Context: an optimization exercise on an open-source flow, tuned for small area. The choices shown serve that exercise and are no tape-out recipe. RTL that was checked went through simulation tests only; none was proved equivalent to the original. For runs 5 and 6, only the layout was checked, not whether the RTL still works. The flow treats the clock pin as an ideal source, which a real chip does not have. Power and IR drop assume default switching activity.

<file path="flow/design.v">
`timescale 1ns/1ns
`default_nettype none
package cf_pkg;
   localparam int num_slots   = 2;
   localparam int instr_w     = 32;
   localparam int addr_w      = 32;
   localparam int reg_addr_w  = 5;
   localparam int queue_depth = 4;
   localparam int wb_delay    = 2;    
endpackage
`default_nettype wire
`timescale 1ns/1ns
`default_nettype none
module cf_checker_top (
   input  logic             clk,
   input  logic             reset_,
   input  logic             cf_enable,
   input  logic [2:1]       commit,
   input  logic [2:1][31:0] slot_instr,
   input  logic [2:1][31:0] slot_pc,
   input  logic [2:1][2:0]  slot_isize,
   input  logic [2:1]       slot_taken,
   input  logic [2:1]       slot_is_dup,
   input  logic [2:1]       slot_received_kill,
   input  logic             dut_branch_taken,
   input  logic             rf_write_en,
   input  logic [4:0]       rf_write_rd,
   input  logic [31:0]      rf_write_data,
   output logic             rf_lock,
   output logic             rf_unlock,
   output logic             check_done,
   output logic             err_cf_dest,
   output logic             err_no_orig,
   output logic             err_link
);
   logic [6:0]  op1, op2;
   logic        cf1, cf2, found, sel_v, push, save, any_commit, same;
   logic [31:0] ins;
   logic [31:1] pc;
   logic        isz, dup, taken, br, adj;
   logic [1:0]  code;
   assign op1 = slot_instr[1][6:0];
   assign op2 = slot_instr[2][6:0];
   assign cf1 = commit[1] && (op1 == 7'b1100011 || op1 == 7'b1101111 || op1 == 7'b1100111);
   assign cf2 = commit[2] && (op2 == 7'b1100011 || op2 == 7'b1101111 || op2 == 7'b1100111);
   assign found = cf1 || cf2;
   assign ins   = cf1 ? slot_instr[1]       : slot_instr[2];
   assign pc    = cf1 ? slot_pc[1][31:1]    : slot_pc[2][31:1];
   assign isz   = cf1 ? slot_isize[1][2]    : slot_isize[2][2];
   assign dup   = cf1 ? slot_is_dup[1]      : slot_is_dup[2];
   assign taken = dup ? (dut_branch_taken || (cf1 ? slot_received_kill[1] : slot_received_kill[2]))
                      : (cf1 ? slot_taken[1] : slot_taken[2]);
   assign sel_v      = cf_enable && found;
   assign push       = sel_v && !dup;
   assign save       = sel_v && dup;
   assign any_commit = |commit;
   assign same       = cf1 && commit[2];    
   assign br   = !ins[2];                   
   assign adj  = br && !taken;              
   assign code = br ? {1'b0, taken} : {1'b1, ins[3]};
   logic [31:1] pc0;
   logic        isz0, adj0, chk0;
   logic [4:0]  rd0;
   always_ff @(posedge clk) begin
      if (sel_v) begin
         pc0  <= pc;
         isz0 <= isz;
         adj0 <= adj;
      end
      rd0  <= ins[11:7];
      chk0 <= reset_ && sel_v && ins[2] && (ins[11:7] != 5'd0);
   end
   logic [31:1] link0, base0;
   logic [31:2] ci;    
   always_comb begin
      logic [31:2] a;
      a[2] = isz0 || pc0[1];
      for (int i = 3; i <= 31; i++)
         a[i] = pc0[i-1];
      for (int l = 1; l < 32; l = l * 2)
         for (int j = 2 * l - 1; j < 30; j = j + 2 * l)
            a[j+2] = a[j+2] && a[j+2-l];
      for (int l = 8; l >= 1; l = l / 2)
         for (int j = 3 * l - 1; j < 30; j = j + 2 * l)
            a[j+2] = a[j+2] && a[j+2-l];
      ci = a;
      link0[1] = pc0[1] ^ !isz0;
      for (int i = 2; i <= 31; i++)
         link0[i] = pc0[i] ^ ci[i];
   end
   assign base0 = adj0 ? link0 : pc0;
   logic        chk1;
   logic [4:0]  rd1;
   logic [31:1] lk1;
   always_ff @(posedge clk) begin
      chk1 <= reset_ && chk0;
      rd1  <= rd0;
      lk1  <= link0;
   end
   assign rf_lock   = chk1 && rf_write_en && (rf_write_rd != 5'd0);
   assign rf_unlock = rf_write_en && !rf_lock;
   always_ff @(posedge clk) begin
      err_link <= reset_ && chk1 &&
                  (!rf_write_en || (rf_write_rd != rd1) || (rf_write_data != {lk1, 1'b0}));
   end
   logic [26:0] q_ins [0:3];
   logic [31:1] q_off [0:3];
   logic [2:0]  hp, tp;
   logic        pend, dpend, held, pm;
   logic [31:1] np;
   logic        empty, compare, pop, wr_off;
   logic [1:0]  nw, ha;
   logic [31:1] m, d;
   assign empty   = hp == tp;
   assign compare = held && any_commit;
   assign pop     = compare && !empty;
   assign wr_off  = (pend && any_commit) || dpend;
   assign nw      = tp[1:0] - 2'd1;
   assign ha      = hp[1:0] + {1'b0, pop};
   assign m       = dpend ? np : slot_pc[1][31:1];
   always_comb begin
      logic [31:0] g, p, gg, pp;
      g[0] = 1'b1;    
      p[0] = 1'b0;
      for (int i = 1; i <= 31; i++) begin
         g[i] = m[i] && !base0[i];
         p[i] = m[i] ^ !base0[i];
      end
      gg = g;
      pp = p;
      for (int l = 1; l < 32; l = l * 2)
         for (int i = 2 * l - 1; i < 32; i = i + 2 * l) begin
            gg[i] = gg[i] || (pp[i] && gg[i-l]);
            pp[i] = pp[i] && pp[i-l];
         end
      for (int l = 8; l >= 1; l = l / 2)
         for (int i = 3 * l - 1; i < 32; i = i + 2 * l) begin
            gg[i] = gg[i] || (pp[i] && gg[i-l]);
            pp[i] = pp[i] && pp[i-l];
         end
      for (int i = 1; i <= 31; i++)
         d[i] = p[i] ^ gg[i-1];
   end
   always_ff @(posedge clk) begin
      for (int i = 0; i < 4; i++) begin
         if (push && tp[1:0] == 2'(i))
            q_ins[i] <= {ins[31:7], code};
         if (wr_off && nw == 2'(i))
            q_off[i] <= d;
      end
      np <= slot_pc[2][31:1];
      if (save)
         pm <= q_ins[ha] != {ins[31:7], code};
   end
   always_ff @(posedge clk) begin
      if (!reset_) begin
         tp    <= '0;
         hp    <= '0;
         pend  <= 1'b0;
         dpend <= 1'b0;
         held  <= 1'b0;
      end else begin
         tp    <= tp + {2'd0, push};
         hp    <= hp + {2'd0, pop};
         pend  <= push ? !same : (pend && !any_commit);
         dpend <= push && same;
         held  <= save || (held && !any_commit);
      end
   end
   always_ff @(posedge clk) begin
      check_done  <= reset_ && compare;
      err_no_orig <= reset_ && compare && empty;
      err_cf_dest <= reset_ && compare && !empty && (pm || (d != q_off[hp[1:0]]));
   end
endmodule
`default_nettype wire
</file>
<file path="flow/flow/run.sh">
#!/bin/bash
# Standard ORFS layout with these changes:
#  * synthesis is the standard flow's script with an area-oriented ABC mapping script
#    (flow/synth_area.tcl, flow/area.script), and adders are left to ABC as
#    plain gates (no ADDER_MAP_FILE); registers are mapped as usual;
#  * the port buffers use the smallest buffer cell;
#  * clock tree synthesis clusters up to 30 sinks and adds no dummy loads.
set -euo pipefail
export BUFFER_PORTS_ARGS="-buffer_cell sky130_fd_sc_hd__buf_1"
export CTS_ARGS="-sink_clustering_enable -repair_clock_nets -sink_clustering_size 30 -sink_clustering_max_diameter 80 -dont_use_dummy_load"
bash standard.sh SYNTH_SCRIPT="$PWD/flow/synth_area.tcl" ADDER_MAP_FILE= finish > standard.log 2>&1
</file>
<file path="flow/flow/area.script">
&get -n
&st
&dch -x
&nf -a -R 1000
&put
</file>
<file path="flow/flow/synth_area.tcl">
# The standard flow's synthesis script (synth_recipe.tcl), with ABC's mapping script replaced by area.script
# (beside this file).
set area_script [file join [file dirname [file normalize [info script]]] area.script]
proc synth {args} { yosys synth -nofsm -noshare {*}$args }
proc abc {args} {
  set i [lsearch -exact $args -script]
  if { $i >= 0 } { lset args [expr { $i + 1 }] $::area_script }
  yosys abc {*}$args
}
source $::env(SCRIPTS_DIR)/synth.tcl
# left out here: clear keep_hierarchy, flatten, clean up, hide names made inside functions, write 1_2_yosys.v
</file>
<file path="flow/standard.sh">
#!/bin/bash
# synth_recipe.tcl (not shown) runs the flow's synth.tcl, then flattens the netlist and writes it again
# the make line also repeats each setting of config.mk as NAME=value (left out here)
make -C /OpenROAD-flow-scripts/flow DESIGN_CONFIG=/design/flow/config.mk WORK_HOME=/design/flow/orfs CLKGATE_MAP_FILE= SYNTH_SCRIPT=/design/flow/synth_recipe.tcl "${@:-finish}"
</file>
<file path="flow/config.mk">
export PLATFORM = sky130hd
export DESIGN_NAME = cf_checker_top
export DESIGN_NICKNAME = cf_checker_top
export VERILOG_FILES = /design/flow/design.v
export SDC_FILE = /design/flow/constraint.sdc
export NUM_CORES = 4
export LEC_CHECK = 0
export CAP_MARGIN = 20
export CORE_MARGIN = 2
export CORE_UTILIZATION = 70
export SLEW_MARGIN = 20
</file>
<file path="flow/constraint.sdc">
create_clock -name core_clock -period 8.0 [get_ports {clk}]
set_input_delay 1.6000 -clock core_clock [delete_from_list [all_inputs] [get_ports {clk}]]
set_output_delay 1.6000 -clock core_clock [all_outputs]
set_load 0.01 [all_outputs]
</file>
==> qor.yml, run 1 <==
status:
  status: "complete, no violations"
pwr:
  leakagePower_uw: 0.005630
  power_frac_seq: 0.649
  switching_share: 0.2071
  combPwrFrac: 0.070
  p_clk_frac: 0.281
  power_density_mw_per_mm2: 184.2
  vdd.ir_drop.worst_mv: 0.1798
  power.internal_uw: 2449
  p_sw_uw: 639.7
routing:
  vias_per_cell: 5.989
  dr.pass1.iters: 9
  vias: 9595
  drt-total-wl_um: 31610
  ant_nets: 0
  drt-initial-drc-count: 853
  drc: 0
  wire_per_inst_um: 19.73
cells_and_area:
  area_growth_syn_to_layout_pct: 10.79
  final_common_cell: "edfxtp_1"
  final_cell_mix: "266 x edfxtp_1, 183 x buf_1, 108 x nand2_1"
  drive_gt1_frac: 0.03469
  final_cells: 1602
  nNetsFinal: 1512
clock_network:
  cts_hold_buf: 0
  clock_tree.root_cell: "clkbuf_16"
  cts_sinks: 353
  clk_pin_slew_ns: 0.11
  cts_buffers: 16
  clk_path_buf_depth: 3
  postCtsSetupRepairBufs: 0
  cts_tree: "yes"
  post_cts_resized: 0
  htreeDepth: 1
  clk-insertion-delay-late_ns: 0.51
hold_path:
  hold_path_class: "reg -> reg"
setup_path:
  crit_arrival_ns: 7.53
  cp-start-kind: "flip-flop"
  end_kind: "flip-flop"
  crit_top_cell: "nor2_1"
  path_max_fanout: 6
  path_class: "reg -> reg"
  required_ns: 8.41
  critical-path-max-stage-delay_ns: 0.66
  cp_slowest_cell: "o41ai_1"
job:
  cap_violations: 0
synth:
  synth-async-reset-ratio: 0
  synth_seq_cells: 353
  ys_seq_area_frac: 0.6429
  synth-main-ff-cell: "edfxtp_1"
  ys_types: 45
  netlist_area_mm2: 0.01513
  syn_inst: 1109
  syn_nets: 1293
  ys_warn_count: 3
  synth_edf_count: 266
  avgSynthCellArea_um2: 13.65
die:
  die_height_um: 151.0
  core-area_mm2: 0.02115
  rows: 53
  start_util: 0.7154
  die-width_um: 151.0
  die-area_mm2: 0.02281
  ioPinCount: 190
sta:
  setup_violations: 0
  slew_violations: 0
  worst_clock_skew_ns: 0.04518
  tns_ns: 0
  slew-limit-headroom: 0.2440
  tightestPinTransition_ns: 1.134
  layout_min_cycle_time_ns: 7.122
  rsz0062_at_grt: "false"
  min_period_over_period: 0.8902
  whs_ns: 0.3377
  hold_viol_final: 0
  fmax_mhz: 140.4
placed_design:
  placement.io_buffers: 183
  dp_cells: 1585
  gp_congestion: 0.8254
  dp_hpwl_um: 21280
global_routing:
  grt_pass1_wl_um: 47930
  grt_max_degree: 41
  gr-total-overflow: 0
  first_global_vias: 9431
  antenna_found_initial: 1
  grtUsageTotal: 0.2782
[final timing paths]
check          from          end  slack, ns  cells past startpoint
min reg2reg  rd0[2]       rd1[2]       0.34                      0
max reg2reg  pc0[1]  err_cf_dest       0.88                     30
min          rd0[2]       rd1[2]       0.34                      0
max          pc0[1]  err_cf_dest       0.88                     30
[layout make-up]
type                       instances  area [um^2]
antenna                            1        2.502
clock buffer                      16        400.4
fill                            1324         4387
inverter                          48        180.2
multi-input combinational        708         5288
sequential                       353         9731
tap                              275        344.1
timing repair buffer             201        822.0
[synth_stat cells (all sizes together) (2+ instances only)]
cell type | n | area share
nand2 | 108 | 0.027
dfxtp | 87 | 0.12
nand4 | 17 | 0.0070
o31ai | 2 | 0.00099
mux2 | 68 | 0.051
or3b | 2 | 0.0012
a21oi | 28 | 0.0093
a22o | 21 | 0.012
nor3b | 2 | 0.00099
xnor2 | 96 | 0.056
nor2b | 11 | 0.0045
maj3 | 11 | 0.0073
o21ai | 18 | 0.0060
clkinv | 48 | 0.012
a2111oi | 2 | 0.0012
edfxtp | 266 | 0.53
or2 | 3 | 0.0012
a31oi | 2 | 0.00083
nor4 | 15 | 0.0062
nand3 | 16 | 0.0053
nand2b | 5 | 0.0021
a222oi | 31 | 0.021
o311a | 2 | 0.0013
and3 | 8 | 0.0033
o21a | 2 | 0.00099
xor2 | 86 | 0.050
nor3 | 7 | 0.0023
and2 | 10 | 0.0041
mux2i | 44 | 0.029
nor2 | 52 | 0.013
a221oi | 20 | 0.012
a22oi | 6 | 0.0030
[worst max-delay path, delay by kind of cell, from the launching register on]
family,cells,cell delay (ns)
and+or+nand+nor,17,3.62
AOI/OAI and AO/OA,7,1.70
xor gates and xnor gates,4,0.95
DFF,1,0.44
buffers and inverters,2,0.29
[state kept, by name, summed over array words and instances, names as in the netlist, 3 cells and up]
name / cells
q_off: 124
q_ins: 108
lk1: 31
np: 31
pc0: 31
rd0: 5
rd1: 5
hp: 3
tp: 3
[logic make-up (layout without fill, tap and decap cells)]
group / after synthesis / count (layout) / share of synthesized area
buf+inv: 48 / 265 / 0.01190
compound gates: 142 / 142 / 0.07217
other cells: 0 / 1 / 0
mux: 112 / 112 / 0.07970
fa+ha+maj: 11 / 11 / 0.007275
simple gates: 261 / 261 / 0.08077
xor+xnor: 182 / 182 / 0.1053
flops: 353 / 353 / 0.6429
[per-layer routing]
metal  part of all wire  up-vias  track usage
li1                   -     4570            -
met1               0.43     4609       0.3969
met2               0.48      369       0.4598
met3              0.072       47      0.03735
met4              0.021        0      0.07056
met5                  0        -            0
[metrics by stage]
stage | setup WS, ns | power, uW | utilization | cell area, um^2
5_1_grt | 0.1923 | 3183 | 0.7925 | 16760
4_1_cts | 0.8829 | 3097 | 0.7925 | 16760
6_report | 0.8780 | 3089 | 0.7926 | 16770
2_1_floorplan | 0.7962 | 2184 | - | 15150
3_5_place_dp | 1.012 | 2262 | 0.7736 | 16360
3_3_place_gp | 1.243 | 2253 | 0.7736 | 16360
[power groups by stage]
stage	Combinational (uW)	Sequential [uW]	Clock, uW
2_1_floorplan	138	2050	0
5_1_grt	240	2010	935
4_1_cts	216	2010	875
3_3_place_gp	206	2050	0
3_5_place_dp	215	2050	0
6_report	217	2010	866
==> run 2: changes to the inputs <==
--- a/flow/config.mk
+++ b/flow/config.mk
@@ -9,3 +9,3 @@
 export CORE_MARGIN = 2
-export CORE_UTILIZATION = 70
+export CORE_UTILIZATION = 55
 export SLEW_MARGIN = 20
==> qor.yml, run 2 <==
cells_and_area:
  final_cell_mix: "266 x edfxtp_1, 183 x buf_1, 108 x nand2_1"
  seq_area_mm2: 0.009731  # unchanged
  area_growth_syn_to_layout_pct: 11.40
  nFillCells: 2177  # +64%
  nNetsFinal: 1512  # unchanged
  largest_register_ffs: 124  # unchanged
  utilization: 0.6256  # -0.1670
  final_common_cell: "edfxtp_1"
  final_cells: 1668  # +4.1%
  top_register: "q_off"
  largestRegisters: "q_off x124, q_ins x108"
  multi_input_area_mm2: 0.005298  # +0.19%
  drive_gt1_frac: 0.03620  # +0.001508
global_routing:
  grt_max_degree: 38  # -7.3%
  gr-total-overflow: 0  # unchanged
  first_global_vias: 9125  # -3.2%
  grt_pass1_wl_um: 49730  # +3.8%
  grtUsageTotal: 0.2242  # -0.05402
  antenna_found_initial: 1  # unchanged
die:
  core-area_mm2: 0.02695  # +27%
  die_height_um: 169.9  # +12%
  rows: 60  # +13%
  die-area_mm2: 0.02886  # +27%
  ioPinCount: 190  # unchanged
  die-width_um: 169.9  # +12%
  start_util: 0.5616  # -0.1539
setup_path:
  crit_arrival_ns: 7.35  # -0.18 ns
  end_kind: "flip-flop"
  critical-path-max-stage-delay_ns: 0.66  # about the same
  path_class: "reg -> reg"
  path_max_fanout: 6  # unchanged
  cp_slowest_cell: "o41ai_1"
  worstReg2RegStart: "pc0[1]"
  required_ns: 8.42  # about the same
  cp-startpoint: "pc0[1]"
  critical_path.top_delay_family: "simple AND/OR/NAND/NOR gates"
  cp_num_buf_inv: 2  # unchanged
  cp-start-kind: "flip-flop"
  crit_top_cell: "nor2_1"
synth:
  synth_seq_cells: 353  # unchanged
  synthTopCellsByArea: "edfxtp_1 53%, dfxtp_1 12%, xnor2_1 5.6%, mux2_1 5.1%, xor2_1 5.0%"
  synth-async-reset-ratio: 0  # unchanged
  ys_types: 45  # unchanged
  synth_common_cells: "266 x edfxtp_1, 108 x nand2_1, 96 x xnor2_1"
  ys_warn_count: 3  # unchanged
  ys_seq_area_frac: 0.6429  # unchanged
  syn_inst: 1109  # unchanged
  netlist_area_mm2: 0.01513  # unchanged
  yosysTopAreaCellShare: 0.5278  # unchanged
  synth_edf_count: 266  # unchanged
  synth_most_common_cell: "edfxtp_1"
  yosys.area.top_type: "edfxtp_1"
  avgSynthCellArea_um2: 13.65  # unchanged
  syn_nets: 1293  # unchanged
  synth-main-ff-cell: "edfxtp_1"
routing:
  wire_per_inst_um: 19.34  # -2.0%
  vias: 9350  # -2.6%
  dr.pass1.iters: 5  # -4
  ant_nets: 0  # unchanged
  drc: 0  # unchanged
  vias_per_cell: 5.606  # -6.4%
  drt-initial-drc-count: 740  # -13%
  drt-total-wl_um: 32260  # +2.1%
clock_network:
  cts_hold_buf: 0  # unchanged
  cts_sinks: 353  # unchanged
  cts_tree: "yes"
  clk_pin_slew_ns: 0.11  # about the same
  postCtsSetupRepairBufs: 0  # unchanged
  clk-insertion-delay-late_ns: 0.52  # about the same
  cts_buffers: 16  # unchanged
  clk_path_buf_depth: 3  # unchanged
  htreeDepth: 1  # unchanged
  post_cts_resized: 0  # unchanged
  clock_tree.root_cell: "clkbuf_16"
job:
  cap_violations: 0  # unchanged
sta:
  hold_viol_final: 0  # unchanged
  rsz0062_at_grt: "false"
  layout_min_cycle_time_ns: 6.928  # -0.1944 ns
  worst_clock_skew_ns: 0.04288  # -0.002296 ns
  min_period_over_period: 0.8659  # -0.02430
  slew_violations: 0  # unchanged
  setup_violations: 0  # unchanged
  slew-limit-headroom: 0.3572  # +0.1132
  tightestPinTransition_ns: 0.9620  # -0.1721 ns
  fmax_mhz: 144.4  # +2.8%
  tns_ns: 0  # unchanged
  fin_ws_ns: 1.072  # +0.1944 ns
hold_path:
  min-delay-start: "rd0[4]"
  hold_path_class: "reg -> reg"
placed_design:
  dp_hpwl_um: 21570  # +1.4%
  gp_congestion: 0.7842  # -5.0%
  placement.io_buffers: 183  # unchanged
  dp_cells: 1651  # +4.2%
  post-place-ws_ns: 0.9127  # -0.09948 ns
status:
  status: "complete, no violations"
pwr:
  p_sw_uw: 659.1  # +3.0%
  p_clk_frac: 0.284  # +0.003
  switching_share: 0.2120  # +0.004893
  leakagePower_uw: 0.005633  # about the same
  power_frac_seq: 0.645  # -0.004
  vdd.ir_drop.worst_mv: 0.1668  # -7.3%
  combPwrFrac: 0.071  # about the same
  power_density_mw_per_mm2: 184.4  # about the same
  power.internal_uw: 2450  # about the same
-- run 2: path summary, 6_finish.rpt --
kind | end | cells past startpoint | slack [ns]
max reg2reg | err_cf_dest | 30 | 1.07
min reg2reg | rd1[4] | 0 | 0.34
max | err_cf_dest | 30 | 1.07
min | rd1[4] | 0 | 0.34
-- run 2: per-stage QoR --
stage	cell area (um^2)	power [uW]	hold WS, ns
6_report	16860	3109	0.3391
5_1_grt	16860	3217	0.3503
4_1_cts	16860	3141	0.3395
3_5_place_dp	16460	2267	0.3154
3_3_place_gp	16460	2261	0.3108
2_1_floorplan	15150	2184	0.3096
-- run 2: routing by layer --
| layer | global-route usage | up-vias | part of all wire |
|---|---|---|---|
| met1 | 0.3328 | 4512 | 0.48 |
| met4 | 0.03753 | 0 | 0.010 |
| met3 | 0.02744 | 19 | 0.055 |
| met2 | 0.3636 | 246 | 0.46 |
| met5 | 0 | - | 0 |
| li1 | - | 4573 | - |
-- run 2: power groups by stage --
stage	sequential, uW	combinational (uW)	clock (uW)
floorplan	2050	138	0
CTS	2010	221	914
global route	2010	245	964
finish	2010	220	883
detailed placement	2050	220	0
global placement	2050	214	0
-- run 2: layout make-up --
| type | count | share of cell area |
|---|---|---|
| diodes | 1 | 0.0001484 |
| clock buffers | 16 | 0.02375 |
| inverters | 48 | 0.01069 |
| multi-input cells | 708 | 0.3142 |
| flip-flops and latches | 353 | 0.5771 |
| well taps | 341 | 0.02531 |
| repair buffers | 201 | 0.04876 |
-- run 2: kinds of logic after synthesis --
family,count (synthesis),synth area share
DFF,353,0.6429
and+or+nand+nor,261,0.08077
xor gates and xnor gates,182,0.1053
AOI/OAI and AO/OA,142,0.07217
muxes,112,0.07970
buffers and inverters,48,0.01190
adders and majority gates,11,0.007275
-- run 2: worst reg2reg max path, delay by kind of cell, from the launching register on --
family | cells | cell delay (ns)
flops | 1 | 0.43
compound gates | 7 | 1.72
buf+inv | 2 | 0.27
simple gates | 17 | 3.47
xor+xnor | 4 | 0.99
==> run 3: changes to the inputs <==
--- a/flow/config.mk
+++ b/flow/config.mk
@@ -9,3 +9,3 @@
 export CORE_MARGIN = 2
-export CORE_UTILIZATION = 55
+export CORE_UTILIZATION = 80
 export SLEW_MARGIN = 20
==> qor.yml, run 3 <==
setup_path:
  cp_slowest_cell: "o41ai_1"
  end_kind: "flip-flop"
  required_ns: 8.41  # about the same
  crit_top_cell: "nor2_1"
  path_class: "reg -> reg"
  cp-start-kind: "flip-flop"
  crit_arrival_ns: 7.69  # +0.34 ns
  path_max_fanout: 6  # unchanged
  critical-path-max-stage-delay_ns: 0.71  # +0.05 ns
cells_and_area:
  final_common_cell: "edfxtp_1"
  drive_gt1_frac: 0.03326  # -0.002941
  final_cell_mix: "266 x edfxtp_1, 183 x buf_1, 108 x nand2_1"
  nFillCells: 803  # -63%
  n_antenna_cell: 0  # -1
  top_register: "q_off"
  largest_register_ffs: 124  # unchanged
  nNetsFinal: 1509  # -0.20%
  final_cells: 1557  # -6.7%
  design_area_mm2: 0.01668  # -1.1%
  largestRegisters: "q_off x124, q_ins x108"
  area_growth_syn_to_layout_pct: 10.23
clock_network:
  clk_path_buf_depth: 3  # unchanged
  cts_buffers: 15  # -1
  cts_hold_buf: 0  # unchanged
  post_cts_resized: 0  # unchanged
  clock_tree.root_cell: "clkbuf_16"
  postCtsSetupRepairBufs: 0  # unchanged
  cts_tree: "yes"
  clk_pin_slew_ns: 0.11  # about the same
  cts_sinks: 353  # unchanged
  htreeDepth: 1  # unchanged
  clk-insertion-delay-late_ns: 0.51  # about the same
die:
  rows: 50  # -17%
  ioPinCount: 190  # unchanged
  die_height_um: 141.5  # -17%
  die-area_mm2: 0.02004  # -31%
  start_util: 0.8118  # +0.2503
  core-area_mm2: 0.01864  # -31%
  die-width_um: 141.5  # -17%
global_routing:
  grt_max_degree: 66  # +74%
  gr-usage-met2: 0.5989  # +0.2353
  grt_use_met1: 0.4729  # +0.1401
  met3_usage: 0.04590  # +0.01846
  antenna_found_initial: 0  # -1
  grt_pass1_wl_um: 53060  # +6.7%
  globalRoute.busiestLayer: "met2"
  first_global_vias: 10100  # +11%
  gr-total-overflow: 0  # unchanged
  grtUsageTotal: 0.3480  # +0.1238
placed_design:
  placement.io_buffers: 183  # unchanged
  gp_congestion: 0.8321  # +6.1%
  dp_cells: 1542  # -6.6%
  place_area_mm2: 0.01630  # -0.95%
  dp_hpwl_um: 22980  # +6.5%
synth:
  ys_types: 45  # unchanged
  yosysTopAreaCellShare: 0.5278  # unchanged
  synth_most_common_cell: "edfxtp_1"
  synth-async-reset-ratio: 0  # unchanged
  yosys.area.top_type: "edfxtp_1"
  avgSynthCellArea_um2: 13.65  # unchanged
  ys_warn_count: 3  # unchanged
  netlist_area_mm2: 0.01513  # unchanged
  synth_edf_count: 266  # unchanged
  synth_common_cells: "266 x edfxtp_1, 108 x nand2_1, 96 x xnor2_1"
  synth_seq_cells: 353  # unchanged
  syn_inst: 1109  # unchanged
  ys_seq_area_frac: 0.6429  # unchanged
  syn_nets: 1293  # unchanged
  synthTopCellsByArea: "edfxtp_1 53%, dfxtp_1 12%, xnor2_1 5.6%, mux2_1 5.1%, xor2_1 5.0%"
  synth-main-ff-cell: "edfxtp_1"
routing:
  wire_per_inst_um: 22.30  # +15%
  vias_per_cell: 6.466  # +15%
  ant_nets: 0  # unchanged
  drt-initial-drc-count: 1189  # +61%
  vias: 10070  # +7.7%
  drt-total-wl_um: 34720  # +7.6%
  dr.pass1.iters: 6  # +1
  drc: 0  # unchanged
sta:
  hold_viol_final: 0  # unchanged
  layout_min_cycle_time_ns: 7.283  # +0.3556 ns
  whs_ns: 0.3381  # -0.001005 ns
  slew-limit-headroom: 0.3390  # -0.01814
  tightestPinTransition_ns: 0.9914  # +0.02949 ns
  slew_violations: 0  # unchanged
  rsz0062_at_grt: "false"
  min_period_over_period: 0.9104  # +0.04445
  setup_violations: 0  # unchanged
  tns_ns: 0  # unchanged
  worst_clock_skew_ns: 0.03161  # -0.01127 ns
  fmax_mhz: 137.3  # -4.9%
pwr:
  power_density_mw_per_mm2: 184.6  # +0.14%
  vdd.ir_drop.worst_mv: 0.2104  # +26%
  leakagePower_uw: 0.005612  # -0.37%
status:
  status: "complete, no violations"
hold_path:
  hold_path_class: "reg -> reg"
job:
  cap_violations: 0  # unchanged
## run 3: cell families (layout without fill, tap and decap cells)
logic type | Yosys count | after routing | share of synthesized area
XOR/XNOR | 182 | 182 | 0.1053
adder cells (fa/ha/maj) | 11 | 11 | 0.007275
AND/OR/NAND/NOR | 261 | 261 | 0.08077
flip-flops | 353 | 353 | 0.6429
buffers and inverters | 48 | 262 | 0.01190
multiplexers | 112 | 112 | 0.07970
AO/OA/AOI/OAI | 142 | 142 | 0.07217
## run 3: cell type report
| class | count | area (um^2) | area share |
|---|---|---|---|
| well taps | 234 | 292.8 | 0.01755 |
| clock buffers | 15 | 375.4 | 0.02250 |
| inverters | 48 | 180.2 | 0.01080 |
| flip-flops and latches | 353 | 9731 | 0.5833 |
| multi-input cells | 708 | 5296 | 0.3175 |
| repair buffers | 199 | 807.0 | 0.04838 |
## run 3: worst paths after layout
check              start          end  slack, ns  depth (start not counted)
hold reg to reg   rd0[4]       rd1[4]       0.34                          0
setup reg to reg  pc0[1]  err_cf_dest       0.72                         28
hold / removal    rd0[4]       rd1[4]       0.34                          0
setup / recovery  pc0[1]  err_cf_dest       0.72                         28
## run 3: per-stage QoR
stage | worst slack [ns] | power (uW) | util
final | 0.7168 | 3080 | 0.8948
after global routing | 0.1524 | 3156 | 0.8948
after CTS | 0.8189 | 3072 | 0.8945
after detailed placement | 1.091 | 2266 | 0.8744
after global placement | 1.313 | 2251 | 0.8744
after floorplan | 0.7962 | 2184 | -
## run 3: where the power goes
group	internal [uW]	switching (uW)	total (uW)	leakage, uW
sequential	2000	6.55	2010	0.00312
clock	341	507	848	0.000185
combinational	87.6	138	226	0.00231
total	2430	652	3080	0.00561
## run 3: worst max-delay path: cells and delay by family, from the launching register on
family	cells	cell delay, ns
buffers and inverters	2	0.28
XOR/XNOR	4	0.89
AO/OA/AOI/OAI	6	1.77
flip-flops	1	0.45
AND/OR/NAND/NOR	16	3.80
## run 3: per-layer routing
layer / up-vias / wire, um
met3: 65 / 2858
met5: - / 0
met1: 4883 / 13620
met2: 546 / 17500
li1: 4573 / -
met4: 0 / 742
==> run 4: changes to the inputs <==
--- a/flow/flow/run.sh
+++ b/flow/flow/run.sh
@@ -6,3 +6,5 @@
 #  * the port buffers use the smallest buffer cell;
-#  * clock tree synthesis clusters up to 30 sinks and adds no dummy loads.
+#  * clock tree synthesis clusters up to 30 sinks and adds no dummy loads;
+#  * after clock tree synthesis, cells with slack are downsized
+#    (flow/post_cts.tcl).
 set -euo pipefail
@@ -10,2 +12,3 @@
 export CTS_ARGS="-sink_clustering_enable -repair_clock_nets -sink_clustering_size 30 -sink_clustering_max_diameter 80 -dont_use_dummy_load"
+export POST_CTS_TCL="$PWD/flow/post_cts.tcl"
 bash standard.sh SYNTH_SCRIPT="$PWD/flow/synth_area.tcl" ADDER_MAP_FILE= finish > standard.log 2>&1
==> flow/flow/post_cts.tcl (new file) <==
# Area recovery after clock tree synthesis: downsize cells that have slack,
# then repair any slew or capacitance violation that left, and legalize.
log_cmd estimate_parasitics -placement
log_cmd repair_timing -recover_power 100 -verbose
log_cmd repair_design -verbose -cap_margin 20 -slew_margin 20
log_cmd detailed_placement
check_placement -verbose
--- a/flow/config.mk
+++ b/flow/config.mk
@@ -9,3 +9,3 @@
 export CORE_MARGIN = 2
-export CORE_UTILIZATION = 80
+export CORE_UTILIZATION = 70
 export SLEW_MARGIN = 20
==> qor.yml, run 4 <==
status:
  status: "complete, no violations"
synth:
  ys_types: 45  # unchanged
  netlist_area_mm2: 0.01513  # unchanged
  synth-async-reset-ratio: 0  # unchanged
  syn_inst: 1109  # unchanged
  syn_nets: 1293  # unchanged
  synth_most_common_cell: "edfxtp_1"
  yosysTopAreaCellShare: 0.5278  # unchanged
  synth-main-ff-cell: "edfxtp_1"
  synth_edf_count: 266  # unchanged
  synth_seq_cells: 353  # unchanged
  ys_seq_area_frac: 0.6429  # unchanged
  synth_common_cells: "266 x edfxtp_1, 108 x nand2_1, 96 x xnor2_1"
  ys_warn_count: 3  # unchanged
  yosys.area.top_type: "edfxtp_1"
  avgSynthCellArea_um2: 13.65  # unchanged
  synthTopCellsByArea: "edfxtp_1 53%, dfxtp_1 12%, xnor2_1 5.6%, mux2_1 5.1%, xor2_1 5.0%"
clock_network:
  clk-insertion-delay-late_ns: 0.51  # about the same
  cts_sinks: 353  # unchanged
  clk_pin_slew_ns: 0.11  # about the same
  cts_tree: "yes"
setup_path:
  cp_slowest_cell: "o41ai_1"
  crit_arrival_ns: 7.56  # -0.13 ns
  rrSetupSlack_ns: 0.84  # +0.13 ns
  path_max_fanout: 6  # unchanged
  cp_num_buf_inv: 2  # unchanged
  cp-start-kind: "flip-flop"
  critical_path.top_delay_family: "simple AND/OR/NAND/NOR gates"
  reg2reg_to: "err_cf_dest"
  rr_worst_depth: 30  # +7.1%
  required_ns: 8.40  # about the same
  crit_top_cell: "nor2_1"
  critical-path-max-stage-delay_ns: 0.69  # -0.02 ns
  path_class: "reg -> reg"
  end_kind: "flip-flop"
  worstReg2RegStart: "pc0[1]"
die:
  die-width_um: 151.0  # +6.7%
  start_util: 0.7154  # -0.09637
  ioPinCount: 190  # unchanged
  die-area_mm2: 0.02281  # +14%
  die_height_um: 151.0  # +6.7%
  rows: 53  # +6.0%
  core-area_mm2: 0.02115  # +13%
sta:
  hold_viol_final: 0  # unchanged
  tns_ns: 0  # unchanged
  slew-limit-headroom: 0.3423  # +0.003227
  rsz0062_at_grt: "false"
  worst_clock_skew_ns: 0.04646  # +0.01485 ns
  min_period_over_period: 0.8945  # -0.01588
  fmax_mhz: 139.7  # +1.8%
  layout_min_cycle_time_ns: 7.156  # -0.1270 ns
  tightestPinTransition_ns: 0.9866  # -0.004841 ns
  slew_violations: 0  # unchanged
  setup_violations: 0  # unchanged
pwr:
  leakagePower_uw: 0.005712  # +1.8%
  power_density_mw_per_mm2: 181.7  # -1.6%
  vdd.ir_drop.worst_mv: 0.1798  # -15%
placed_design:
  gp_congestion: 0.8254  # -0.81%
  placement.io_buffers: 183  # unchanged
  dp_cells: 1585  # +2.8%
  dp_hpwl_um: 21280  # -7.4%
cells_and_area:
  final_common_cell: "edfxtp_1"
  top_register: "q_off"
  final_cell_mix: "266 x edfxtp_1, 181 x buf_1, 108 x nand2_1"
  largest_register_ffs: 124  # unchanged
  drive_gt1_frac: 0.03967  # +0.006413
  largestRegisters: "q_off x124, q_ins x108"
  nNetsFinal: 1522  # +0.86%
  area_growth_syn_to_layout_pct: 12.21
  final_cells: 1612  # +3.5%
routing:
  vias: 9669  # -4.0%
  drc: 0  # unchanged
  ant_nets: 0  # unchanged
  dr.pass1.iters: 6  # unchanged
  drt-initial-drc-count: 797  # -33%
  vias_per_cell: 5.998  # -7.2%
  drt-total-wl_um: 31940  # -8.0%
  wire_per_inst_um: 19.81  # -11%
hold_path:
  hold_depth: 0  # unchanged
  hold_path_class: "reg -> reg"
  worstHoldEndpoint: "rd1[0]"
  min-delay-start: "rd0[0]"
job:
  cap_violations: 0  # unchanged
global_routing:
  gr-total-overflow: 0  # unchanged
  antenna_found_initial: 1  # +1
  grtUsageTotal: 0.2829  # -0.06508
  first_global_vias: 9516  # -5.7%
  grt_pass1_wl_um: 48850  # -7.9%
  grt_max_degree: 38  # -42%
run 4: kinds of logic (layout without fill, tap and decap cells):
logic type,after synthesis,count (layout),synth area share
adders and majority gates,11,11,0.007275
AOI/OAI and AO/OA,142,142,0.07217
muxes,112,112,0.07970
and+or+nand+nor,261,261,0.08077
other,0,1,0
buffers and inverters,48,275,0.01190
xor gates and xnor gates,182,182,0.1053
DFF,353,353,0.6429
run 4: stage by stage:
stage / utilization / setup slack (ns) / instance area [um^2] / hold slack [ns] / total power [uW]
floorplan: - / 0.7962 / 15150 / 0.3096 / 2184
global placement: 0.7736 / 1.243 / 16360 / 0.3107 / 2253
detailed placement: 0.7736 / 1.012 / 16360 / 0.3121 / 2262
global route: 0.8027 / 0.1404 / 16980 / 0.3418 / 3184
finish: 0.8028 / 0.8439 / 16980 / 0.3379 / 3086
run 4: metal layers:
layer	vias up	wire [um]	track usage
met1	4676	13950	0.4030
met2	362	15310	0.4702
li1	4592	-	-
met3	39	2117	0.03976
met4	0	557	0.06495
met5	-	0	0
run 4: where the power goes:
| part | switching [uW] | internal, uW |
|---|---|---|
| Clock | 502 | 362 |
| Sequential | 6.16 | 2000 |
| Combinational | 129 | 88.0 |
run 4: cell type report:
cell class                      count  area [um^2]
Sequential cell                   353         9731
Multi-Input combinational cell    708         5283
Fill cell                        1286         4172
Timing Repair Buffer              211         1042
Antenna cell                        1        2.502
Clock buffer                       16        400.4
Inverter                           48        180.2
Tap cell                          275        344.1
run 4: how the worst max path moves through the flow:
stage	from	end	cells past startpoint
final	pc0[1]	err_cf_dest	30
after global routing	pc0[1]	err_cf_dest	30
after detailed placement	pc0[1]	err_cf_dest	30
after global placement	pc0[1]	err_cf_dest	30
after floorplan	slot_instr[4]	q_ins[0][0]	5
==> run 5: changes to the inputs <==
--- a/flow/design.v
+++ b/flow/design.v
@@ -63,2 +63,3 @@
    logic [4:0]  rd0;
+   logic [31:1] link0, base0;
    always_ff @(posedge clk) begin
@@ -72,19 +73,10 @@
    end
-   logic [31:1] link0, base0;
-   logic [31:2] ci;    
+   logic [32:1] cl;
    always_comb begin
-      logic [31:2] a;
-      a[2] = isz0 || pc0[1];
-      for (int i = 3; i <= 31; i++)
-         a[i] = pc0[i-1];
-      for (int l = 1; l < 32; l = l * 2)
-         for (int j = 2 * l - 1; j < 30; j = j + 2 * l)
-            a[j+2] = a[j+2] && a[j+2-l];
-      for (int l = 8; l >= 1; l = l / 2)
-         for (int j = 3 * l - 1; j < 30; j = j + 2 * l)
-            a[j+2] = a[j+2] && a[j+2-l];
-      ci = a;
-      link0[1] = pc0[1] ^ !isz0;
-      for (int i = 2; i <= 31; i++)
-         link0[i] = pc0[i] ^ ci[i];
+      cl[1] = !isz0;
+      for (int i = 1; i <= 31; i++) begin
+         link0[i] = pc0[i] ^ cl[i];
+         cl[i+1]  = pc0[i] && cl[i];
+         if (i == 1) cl[i+1] = cl[i+1] || isz0;
+      end
    end
@@ -118,26 +110,11 @@
    assign nw      = tp[1:0] - 2'd1;
+   assign m       = dpend ? np : slot_pc[1][31:1];
    assign ha      = hp[1:0] + {1'b0, pop};
-   assign m       = dpend ? np : slot_pc[1][31:1];
+   logic [32:1] cd;
    always_comb begin
-      logic [31:0] g, p, gg, pp;
-      g[0] = 1'b1;    
-      p[0] = 1'b0;
+      cd[1] = 1'b1;
       for (int i = 1; i <= 31; i++) begin
-         g[i] = m[i] && !base0[i];
-         p[i] = m[i] ^ !base0[i];
+         d[i]    = m[i] ^ !base0[i] ^ cd[i];
+         cd[i+1] = (m[i] && !base0[i]) || (cd[i] && (m[i] ^ !base0[i]));
       end
-      gg = g;
-      pp = p;
-      for (int l = 1; l < 32; l = l * 2)
-         for (int i = 2 * l - 1; i < 32; i = i + 2 * l) begin
-            gg[i] = gg[i] || (pp[i] && gg[i-l]);
-            pp[i] = pp[i] && pp[i-l];
-         end
-      for (int l = 8; l >= 1; l = l / 2)
-         for (int i = 3 * l - 1; i < 32; i = i + 2 * l) begin
-            gg[i] = gg[i] || (pp[i] && gg[i-l]);
-            pp[i] = pp[i] && pp[i-l];
-         end
-      for (int i = 1; i <= 31; i++)
-         d[i] = p[i] ^ gg[i-1];
    end
==> flow/flow/run.sh (replaced) <==
#!/bin/bash
# Standard ORFS layout with these changes:
#  * synthesis is the standard flow's script with an area-oriented ABC mapping script
#    (flow/synth_area.tcl, flow/area.script); registers are mapped as usual;
#  * the port buffers use the smallest buffer cell;
#  * clock tree synthesis clusters up to 30
#    sinks and adds no dummy loads.
set -euo pipefail
export BUFFER_PORTS_ARGS="-buffer_cell sky130_fd_sc_hd__buf_1"
export CTS_ARGS="-sink_clustering_enable -repair_clock_nets -sink_clustering_size 30 -sink_clustering_max_diameter 80 -dont_use_dummy_load"
bash standard.sh SYNTH_SCRIPT="$PWD/flow/synth_area.tcl" ADDER_MAP_FILE= finish > standard.log 2>&1
removed: flow/flow/post_cts.tcl
==> qor.yml, run 5 <==
cells_and_area:
  drive_gt1_frac: 0.1421  # +0.1025
  utilization: 0.8359  # +0.03306
  final_common_cell: "edfxtp_1"
  largest_register_ffs: 124  # unchanged
  final_cell_mix: "266 x edfxtp_1, 182 x buf_1, 134 x nand2_1"
  design_area_mm2: 0.01752  # +3.1%
  top_register: "q_off"
  area_growth_syn_to_layout_pct: 17.81
  nNetsFinal: 1572  # +3.3%
  largestRegisters: "q_off x124, q_ins x108"
sta:
  slew-limit-headroom: 0.2585  # -0.08379
  fin_ws_ns: -0.8962  # -1.740 ns
  slew_violations: 0  # unchanged
  min_period_over_period: 1.112  # +0.2175
  fmax_mhz: 112.4  # -20%
  worst_clock_skew_ns: 0.05059  # +0.004130 ns
  setup_violations: 25  # +25
  tightestPinTransition_ns: 1.112  # +0.1257 ns
  hold_viol_final: 0  # unchanged
  rsz0062_at_grt: "true"
  layout_min_cycle_time_ns: 8.896  # +1.740 ns
clock_network:
  cts_sinks: 353  # unchanged
  htreeDepth: 1
  cts_tree: "yes"
  cts_buffers: 16
  clk-insertion-delay-late_ns: 0.51  # about the same
  clk_pin_slew_ns: 0.11  # about the same
  clock_tree.root_cell: "clkbuf_16"
  clk_path_buf_depth: 3
routing:
  ant_nets: 0  # unchanged
  vias_per_cell: 5.906  # -1.5%
  dr.pass1.iters: 7  # +1
  drt-total-wl_um: 33320  # +4.3%
  wire_per_inst_um: 20.05  # +1.2%
  drc: 0  # unchanged
  vias: 9815  # +1.5%
  drt-initial-drc-count: 1006  # +26%
pwr:
  leakagePower_uw: 0.006190  # +8.4%
  power_density_mw_per_mm2: 180.0  # -0.95%
  vdd.ir_drop.worst_mv: 0.2059  # +15%
  p_total_uw: 3153  # +2.2%
global_routing:
  grt_pass1_wl_um: 50340  # +3.1%
  first_global_vias: 9662  # +1.5%
  gr-total-overflow: 0  # unchanged
  antenna_found_initial: 1  # unchanged
  grt_max_degree: 42  # +11%
  grtUsageTotal: 0.2946  # +0.01169
placed_design:
  place_area_mm2: 0.01660  # +1.4%
  gp_congestion: 0.8034  # -2.7%
  placement.io_buffers: 183  # unchanged
  dp_hpwl_um: 21740  # +2.1%
hold_path:
  hold_path_class: "reg -> reg"
synth:
  synth_common_cells: "266 x edfxtp_1, 135 x nand2_1, 102 x xnor2_1"
  synthTopCellsByArea: "edfxtp_1 54%, dfxtp_1 12%, xnor2_1 6.0%, xor2_1 4.6%, mux2_1 4.5%"
  synth-main-ff-cell: "edfxtp_1"
  yosysTopAreaCellShare: 0.5372  # +0.009460
  ys_seq_area_frac: 0.6544  # +0.01152
  synth_edf_count: 266  # unchanged
  yosys.area.top_type: "edfxtp_1"
  ys_warn_count: 3  # unchanged
  syn_nets: 1246  # -3.6%
  synth-async-reset-ratio: 0  # unchanged
  avgSynthCellArea_um2: 14.00  # +2.6%
  ys_types: 35  # -22%
  synth_most_common_cell: "edfxtp_1"
  netlist_area_mm2: 0.01487  # -1.8%
  syn_inst: 1062  # -4.2%
  synth_seq_cells: 353  # unchanged
setup_path:
  cp_slowest_cell: "nor4_1"
  cp-start-kind: "input pin"
  crit_arrival_ns: 9.27  # +1.71 ns
  critical-path-max-stage-delay_ns: 0.40  # -0.29 ns
  required_ns: 8.37  # -0.03 ns
  path_class: "in -> reg"
  end_kind: "flip-flop"
  crit_top_cell: "buf_4"
  path_max_fanout: 2  # -4
die:
  core-area_mm2: 0.02096  # -0.94%
  die-area_mm2: 0.02242  # -1.7%
  ioPinCount: 190  # unchanged
  start_util: 0.7095  # -0.005926
  die_height_um: 149.7  # -0.86%
  rows: 53  # unchanged
  die-width_um: 149.7  # -0.86%
status:
  status: "finished with violations"
  so_faults: "negative setup slack"
job:
  cap_violations: 0  # unchanged
run 5: cell count changes in the layout (fill, tap and decap cells not counted), moves of 9 or more:
cell,previous run,this run
nor2_1,47,26
clkinv_1,48,25
buf_4,9,116
buf_6,0,9
mux2i_1,44,55
a21oi_1,28,14
xor2_1,86,74
a222oi_1,31,58
nand2_1,108,134
a22o_1,21,0
maj3_2,0,16
maj3_1,11,0
a221oi_1,20,0
run 5: where the power goes:
group | total (uW) | internal (uW) | switching [uW] | leakage (uW)
registers | 2000 | 2000 | 6.21 | 0.00312
logic | 278 | 138 | 140 | 0.00287
clock network | 870 | 362 | 508 | 0.000197
total | 3150 | 2500 | 655 | 0.00619
run 5: worst paths after layout:
check / slack [ns] / endpoint / from / cells after the start
worst min-delay path: 0.32 / rd1[4] / rd0[4] / 0
worst max-delay path: -0.90 / err_cf_dest / slot_pc[1] / 44
worst min register to register: 0.32 / rd1[4] / rd0[4] / 0
worst max register to register: -0.51 / err_cf_dest / isz0 / 45
run 5: stage by stage:
step	cells	TNS (ns)	setup WS, ns	hold slack (ns)
floorplan	1062	-12.08	-1.018	0.3096
global placement	1593	-19.59	-1.204	0.3103
detailed placement	1593	-24.91	-1.397	0.3121
CTS	1650	-6.752	-0.6160	0.3313
global route	1661	-24.25	-1.309	0.3386
finish	1662	-14.15	-0.8962	0.3232
run 5: cell type report:
type | count | area [um^2]
flip-flops and latches | 353 | 9731
repair buffers | 308 | 1670
diodes | 1 | 2.502
multi-input cells | 684 | 5274
inverters | 25 | 93.84
clock buffers | 16 | 400.4
fillers | 1146 | 3440
well taps | 275 | 344.1
run 5: what timing repair did:
| action | 4_1_cts | 5_1_grt |
|---|---|---|
| hold buffers | 0 | 0 |
| pin swaps | 14 | 2 |
| buffers inserted | 41 | 12 |
| resized for setup | 8 | 23 |
| gates cloned | 0 | 0 |
| endpoints found under the setup margin | 21 | 29 |
run 5: per-layer routing:
metal / global-route usage / wire length, um / up-vias
li1: - / - / 4617
met1: 0.4029 / 13530 / 4760
met2: 0.5089 / 16940 / 387
met3: 0.03445 / 2245 / 49
met4: 0.07783 / 596 / 2
met5: 0 / 13 / -
run 5: critical path, delay by kind of cell:
family / cells / cell delay [ns]
XOR/XNOR: 2 / 0.35
AND/OR/NAND/NOR: 11 / 1.75
multiplexers: 1 / 0.18
AO/OA/AOI/OAI: 6 / 0.79
adder cells (fa/ha/maj): 11 / 3.35
buffers and inverters: 13 / 1.21
run 5: cells by family (layout without fill, tap and decap cells):
| group | count (synthesis) | after routing | synth area share |
|---|---|---|---|
| flops | 353 | 353 | 0.6544 |
| xor+xnor | 180 | 180 | 0.1060 |
| fa+ha+maj | 16 | 16 | 0.01077 |
| buf+inv | 25 | 349 | 0.006312 |
| mux | 116 | 116 | 0.08314 |
| compound gates | 101 | 101 | 0.05630 |
| simple gates | 271 | 271 | 0.08306 |
| other cells | 0 | 1 | 0 |
==> run 6: changes to the inputs <==
--- a/flow/design.v
+++ b/flow/design.v
@@ -63,3 +63,2 @@
    logic [4:0]  rd0;
-   logic [31:1] link0, base0;
    always_ff @(posedge clk) begin
@@ -73,10 +72,19 @@
    end
-   logic [32:1] cl;
+   logic [31:1] link0, base0;
+   logic [31:2] ci;    
    always_comb begin
-      cl[1] = !isz0;
-      for (int i = 1; i <= 31; i++) begin
-         link0[i] = pc0[i] ^ cl[i];
-         cl[i+1]  = pc0[i] && cl[i];
-         if (i == 1) cl[i+1] = cl[i+1] || isz0;
-      end
+      logic [31:2] a;
+      a[2] = isz0 || pc0[1];
+      for (int i = 3; i <= 31; i++)
+         a[i] = pc0[i-1];
+      for (int l = 1; l < 32; l = l * 2)
+         for (int j = 2 * l - 1; j < 30; j = j + 2 * l)
+            a[j+2] = a[j+2] && a[j+2-l];
+      for (int l = 8; l >= 1; l = l / 2)
+         for (int j = 3 * l - 1; j < 30; j = j + 2 * l)
+            a[j+2] = a[j+2] && a[j+2-l];
+      ci = a;
+      link0[1] = pc0[1] ^ !isz0;
+      for (int i = 2; i <= 31; i++)
+         link0[i] = pc0[i] ^ ci[i];
    end
@@ -100,2 +108,3 @@
    logic [2:0]  hp, tp;
+   logic [1:0]  st;    
    logic        pend, dpend, held, pm;
@@ -105,2 +114,6 @@
    logic [31:1] m, d;
+   localparam logic [1:0] st_idle = 2'd0, st_pend = 2'd1, st_dpend = 2'd2, st_held = 2'd3;
+   assign pend  = st == st_pend;
+   assign dpend = st == st_dpend;
+   assign held  = st == st_held;
    assign empty   = hp == tp;
@@ -110,11 +123,26 @@
    assign nw      = tp[1:0] - 2'd1;
+   assign ha      = hp[1:0] + {1'b0, pop};
    assign m       = dpend ? np : slot_pc[1][31:1];
-   assign ha      = hp[1:0] + {1'b0, pop};
-   logic [32:1] cd;
    always_comb begin
-      cd[1] = 1'b1;
+      logic [31:0] g, p, gg, pp;
+      g[0] = 1'b1;    
+      p[0] = 1'b0;
       for (int i = 1; i <= 31; i++) begin
-         d[i]    = m[i] ^ !base0[i] ^ cd[i];
-         cd[i+1] = (m[i] && !base0[i]) || (cd[i] && (m[i] ^ !base0[i]));
+         g[i] = m[i] && !base0[i];
+         p[i] = m[i] ^ !base0[i];
       end
+      gg = g;
+      pp = p;
+      for (int l = 1; l < 32; l = l * 2)
+         for (int i = 2 * l - 1; i < 32; i = i + 2 * l) begin
+            gg[i] = gg[i] || (pp[i] && gg[i-l]);
+            pp[i] = pp[i] && pp[i-l];
+         end
+      for (int l = 8; l >= 1; l = l / 2)
+         for (int i = 3 * l - 1; i < 32; i = i + 2 * l) begin
+            gg[i] = gg[i] || (pp[i] && gg[i-l]);
+            pp[i] = pp[i] && pp[i-l];
+         end
+      for (int i = 1; i <= 31; i++)
+         d[i] = p[i] ^ gg[i-1];
    end
@@ -133,20 +161,30 @@
       if (!reset_) begin
-         tp    <= '0;
-         hp    <= '0;
-         pend  <= 1'b0;
-         dpend <= 1'b0;
-         held  <= 1'b0;
+         tp <= '0;
+         hp <= '0;
+         st <= st_idle;
       end else begin
-         tp    <= tp + {2'd0, push};
-         hp    <= hp + {2'd0, pop};
-         pend  <= push ? !same : (pend && !any_commit);
-         dpend <= push && same;
-         held  <= save || (held && !any_commit);
+         tp <= tp + {2'd0, push};
+         hp <= hp + {2'd0, pop};
+         if (push)
+            st <= same ? st_dpend : st_pend;
+         else if (save)
+            st <= st_held;
+         else if (any_commit || dpend)
+            st <= st_idle;
       end
    end
+   logic [1:0] res;
    always_ff @(posedge clk) begin
-      check_done  <= reset_ && compare;
-      err_no_orig <= reset_ && compare && empty;
-      err_cf_dest <= reset_ && compare && !empty && (pm || (d != q_off[hp[1:0]]));
+      if (!reset_ || !compare)
+         res <= 2'd0;
+      else if (empty)
+         res <= 2'd2;
+      else if (pm || (d != q_off[hp[1:0]]))
+         res <= 2'd3;
+      else
+         res <= 2'd1;
    end
+   assign check_done  = res != 2'd0;
+   assign err_no_orig = res == 2'd2;
+   assign err_cf_dest = res == 2'd3;
 endmodule
--- a/flow/flow/run.sh
+++ b/flow/flow/run.sh
@@ -3,6 +3,6 @@
 #  * synthesis is the standard flow's script with an area-oriented ABC mapping script
-#    (flow/synth_area.tcl, flow/area.script); registers are mapped as usual;
+#    (flow/synth_area.tcl, flow/area.script), and adders are left to ABC as
+#    plain gates (no ADDER_MAP_FILE); registers are mapped as usual;
 #  * the port buffers use the smallest buffer cell;
-#  * clock tree synthesis clusters up to 30
-#    sinks and adds no dummy loads.
+#  * clock tree synthesis clusters up to 30 sinks and adds no dummy loads.
 set -euo pipefail
==> qor.yml, run 6 <==
pwr:
  power.internal_uw: 2444  # -2.2%
  power_density_mw_per_mm2: 184.0  # +2.3%
  leakagePower_uw: 0.005596  # -9.6%
  p_total_uw: 3087  # -2.1%
  power_frac_seq: 0.647  # +0.011
  vdd.ir_drop.worst_mv: 0.1822  # -12%
  switching_share: 0.2085  # +0.0008617
  p_clk_frac: 0.280  # +0.004
  p_sw_uw: 643.6  # -1.7%
  combPwrFrac: 0.073  # -0.015
setup_path:
  path_class: "reg -> reg"
  rr_worst_depth: 27  # -40%
  critical_path.top_delay_family: "simple AND/OR/NAND/NOR gates"
  path_depth: 27  # -39%
  cp-start-kind: "flip-flop"
  critical-path-max-stage-delay_ns: 0.70  # +0.30 ns
  crit_arrival_ns: 7.45  # -1.82 ns
  cp_slowest_cell: "o41ai_1"
  end_kind: "flip-flop"
  cp_num_buf_inv: 0  # -13
  path_max_fanout: 6  # +4
  crit_top_cell: "nand4_1"
  required_ns: 8.39  # +0.02 ns
sta:
  layout_min_cycle_time_ns: 7.056  # -1.840 ns
  min_period_over_period: 0.8820  # -0.2300
  hold_viol_final: 0  # unchanged
  rsz0062_at_grt: "false"
  tightestPinTransition_ns: 0.9814  # -0.1309 ns
  worst_clock_skew_ns: 0.05239  # +0.001803 ns
  setup_violations: 0  # -100%
  slew_violations: 0  # unchanged
  whs_ns: 0.3300  # +0.006806 ns
  slew-limit-headroom: 0.3433  # +0.08486
  tns_ns: 0  # +14.15 ns
  fmax_mhz: 141.7  # +26%
routing:
  drt-initial-drc-count: 743  # -26%
  drt-total-wl_um: 30740  # -7.7%
  wire_per_inst_um: 19.19  # -4.3%
  dr.pass1.iters: 7  # unchanged
  ant_nets: 0  # unchanged
  vias_per_cell: 5.983  # +1.3%
  drc: 0  # unchanged
  vias: 9585  # -2.3%
synth:
  ys_seq_area_frac: 0.6404  # -0.01401
  synth-async-reset-ratio: 0  # unchanged
  synth_simple_gate_area_frac: 0.08253  # -0.0005328
  yosys.area.top_type: "edfxtp_1"
  syn_inst: 1110  # +4.5%
  netlist_area_mm2: 0.01513  # +1.8%
  synthMuxAreaShare: 0.08054  # -0.002602
  synthXorXnorAreaFrac: 0.1059  # about the same
  synth_common_cells: "266 x edfxtp_1, 115 x nand2_1, 100 x xnor2_1"
  ys_types: 46  # +31%
  synth-main-ff-cell: "edfxtp_1"
  avgSynthCellArea_um2: 13.63  # -2.6%
  ys_warn_count: 3  # unchanged
  synth_most_common_cell: "edfxtp_1"
  synth_compound_area_frac: 0.07434  # +0.01804
  synth_seq_cells: 351  # -0.57%
  synth-adder-area-share: 0.004631  # -0.006141
  yosysTopAreaCellShare: 0.5279  # -0.009329
  syn_nets: 1294  # +3.9%
  synthTopCellsByArea: "edfxtp_1 53%, dfxtp_1 11%, xnor2_1 5.8%, xor2_1 4.8%, mux2_1 4.6%"
  synth_top_family_by_area: "XOR/XNOR gates"
  synth_edf_count: 266  # unchanged
placed_design:
  dp_cells: 1586  # -0.44%
  dp_hpwl_um: 20920  # -3.7%
  placement.io_buffers: 183  # unchanged
  gp_congestion: 0.7845  # -2.4%
global_routing:
  grt_max_degree: 43  # +2.4%
  antenna_found_initial: 0  # -1
  first_global_vias: 9661  # -0.010%
  grt_pass1_wl_um: 47780  # -5.1%
  gr-total-overflow: 0  # unchanged
  grtUsageTotal: 0.2722  # -0.02240
clock_network:
  clk_path_buf_depth: 3  # unchanged
  post_cts_resized: 0  # -8
  postCtsSetupRepairBufs: 0  # -100%
  clk_pin_slew_ns: 0.11  # about the same
  cts_tree: "yes"
  clk-insertion-delay-late_ns: 0.52  # about the same
  htreeDepth: 1  # unchanged
  clock_tree.root_cell: "clkbuf_16"
  cts_hold_buf: 0  # unchanged
  cts_sinks: 351  # -0.57%
  cts_buffers: 16  # unchanged
cells_and_area:
  nNetsFinal: 1513  # -3.8%
  top_register: "q_off"
  n_antenna_cell: 0  # -1
  final_cells: 1602  # -3.6%
  area_growth_syn_to_layout_pct: 10.87
  final_common_cell: "edfxtp_1"
  utilization: 0.7955  # -0.04038
  drive_gt1_frac: 0.03693  # -0.1052
  largest_register_ffs: 124  # unchanged
  largestRegisters: "q_off x124, q_ins x108"
  final_cell_mix: "266 x edfxtp_1, 183 x buf_1, 115 x nand2_1"
hold_path:
  hold_path_class: "reg -> reg"
  hold_depth: 0  # unchanged
die:
  start_util: 0.7175  # +0.007998
  core-area_mm2: 0.02109  # +0.63%
  ioPinCount: 190  # unchanged
  die-width_um: 151.0  # +0.85%
  die-area_mm2: 0.02281  # +1.7%
  rows: 53  # unchanged
  die_height_um: 151.0  # +0.85%
job:
  cap_violations: 0  # unchanged
status:
  status: "complete, no violations"
-- run 6: cell types whose count changed after synthesis, sizes merged, moves of 8 or more --
cell / before / now
a222oi: 58 / 31
nand2: 135 / 115
a21oi: 16 / 24
maj3: 16 / 7
clkinv: 25 / 47
a22o: 0 / 21
a221oi: 0 / 23
-- run 6: layout make-up --
class	count	area (um^2)
flip-flops and latches	351	9689
multi-input cells	712	5343
fillers	1302	4313
repair buffers	201	822.0
clock buffers	16	400.4
well taps	275	344.1
inverters	47	176.4
-- run 6: power groups by stage --
| stage | Sequential, uW | Combinational, uW | Clock [uW] |
|---|---|---|---|
| 6_report | 2000 | 225 | 865 |
| 5_1_grt | 2000 | 249 | 935 |
| 3_5_place_dp | 2040 | 223 | 0 |
| 3_3_place_gp | 2040 | 214 | 0 |
| 4_1_cts | 2000 | 225 | 875 |
| 2_1_floorplan | 2040 | 144 | 0 |
-- run 6: path summary, 6_finish.rpt --
path	startpoint	to	slack [ns]
setup / recovery	pc0[1]	res[1]	0.94
hold / removal	rd0[2]	rd1[2]	0.33
setup reg to reg	pc0[1]	res[1]	0.94
hold reg to reg	rd0[2]	rd1[2]	0.33
-- run 6: logic make-up (layout without fill, tap and decap cells) --
logic type,Yosys count,after routing
simple gates,266,266
xor+xnor,183,183
buf+inv,47,264
fa+ha+maj,7,7
compound gates,142,142
mux,114,114
flops,351,351
-- run 6: worst register-to-register path: cells and delay by family (launching register included) --
kind	cells	cell delay, ns
xor gates and xnor gates	4	0.82
and+or+nand+nor	17	3.72
adders and majority gates	1	0.18
DFF	1	0.43
AOI/OAI and AO/OA	5	1.76
-- run 6: per-layer routing --
metal | GRT usage | wire [um] | vias up
met5 | 0 | 0 | -
met4 | 0.07757 | 690 | 0
met3 | 0.03855 | 1757 | 47
met2 | 0.4834 | 15470 | 327
met1 | 0.3522 | 12830 | 4632
li1 | - | - | 4579
-- run 6: metrics by stage --
step           setup slack (ns)  instance area, um^2
5_1_grt                  0.2785                16770
6_report                 0.9436                16770
2_1_floorplan            0.7663                15140
3_5_place_dp             0.9009                16370
3_3_place_gp              1.025                16370
4_1_cts                  0.8614                16770

## separate check: timing with driven ports
The flow's constraints put no driver on any port. The routed layouts listed below were extracted and timed again, unchanged, in two steps. Step 1 assumes that a clkbuf_16 drives the clock port and a buf_2 every other input. Step 2, shift: input delay + t, output delay - t, t = (earliest + latest rising clock arrival at the registers) / 2. This alone moves slack from input paths to output paths. Three values: no drivers, after step 1, after step 2; two values: the first two.
run | t, ns | slack for setup (ns) | slew at the worst register clock pin (ns)
run 1 | 0.536 | 0.878 / 0.878 / 0.878 | 0.11 / 0.11
run 2 | 0.546 | 1.072 / 1.072 / 1.072 | 0.11 / 0.11
run 3 | 0.542 | 0.717 / 0.717 / 0.717 | 0.11 / 0.11
run 4 | 0.537 | 0.844 / 0.844 / 0.844 | 0.11 / 0.11
run 5 | 0.536 | -0.896 / -0.875 / -1.411 | 0.11 / 0.11
run 6 | 0.537 | 0.944 / 0.944 / 0.944 | 0.11 / 0.11
The setup slack of run 5, which loses most, moves by +0.021 ns with the drivers and by -0.515 ns with both steps.
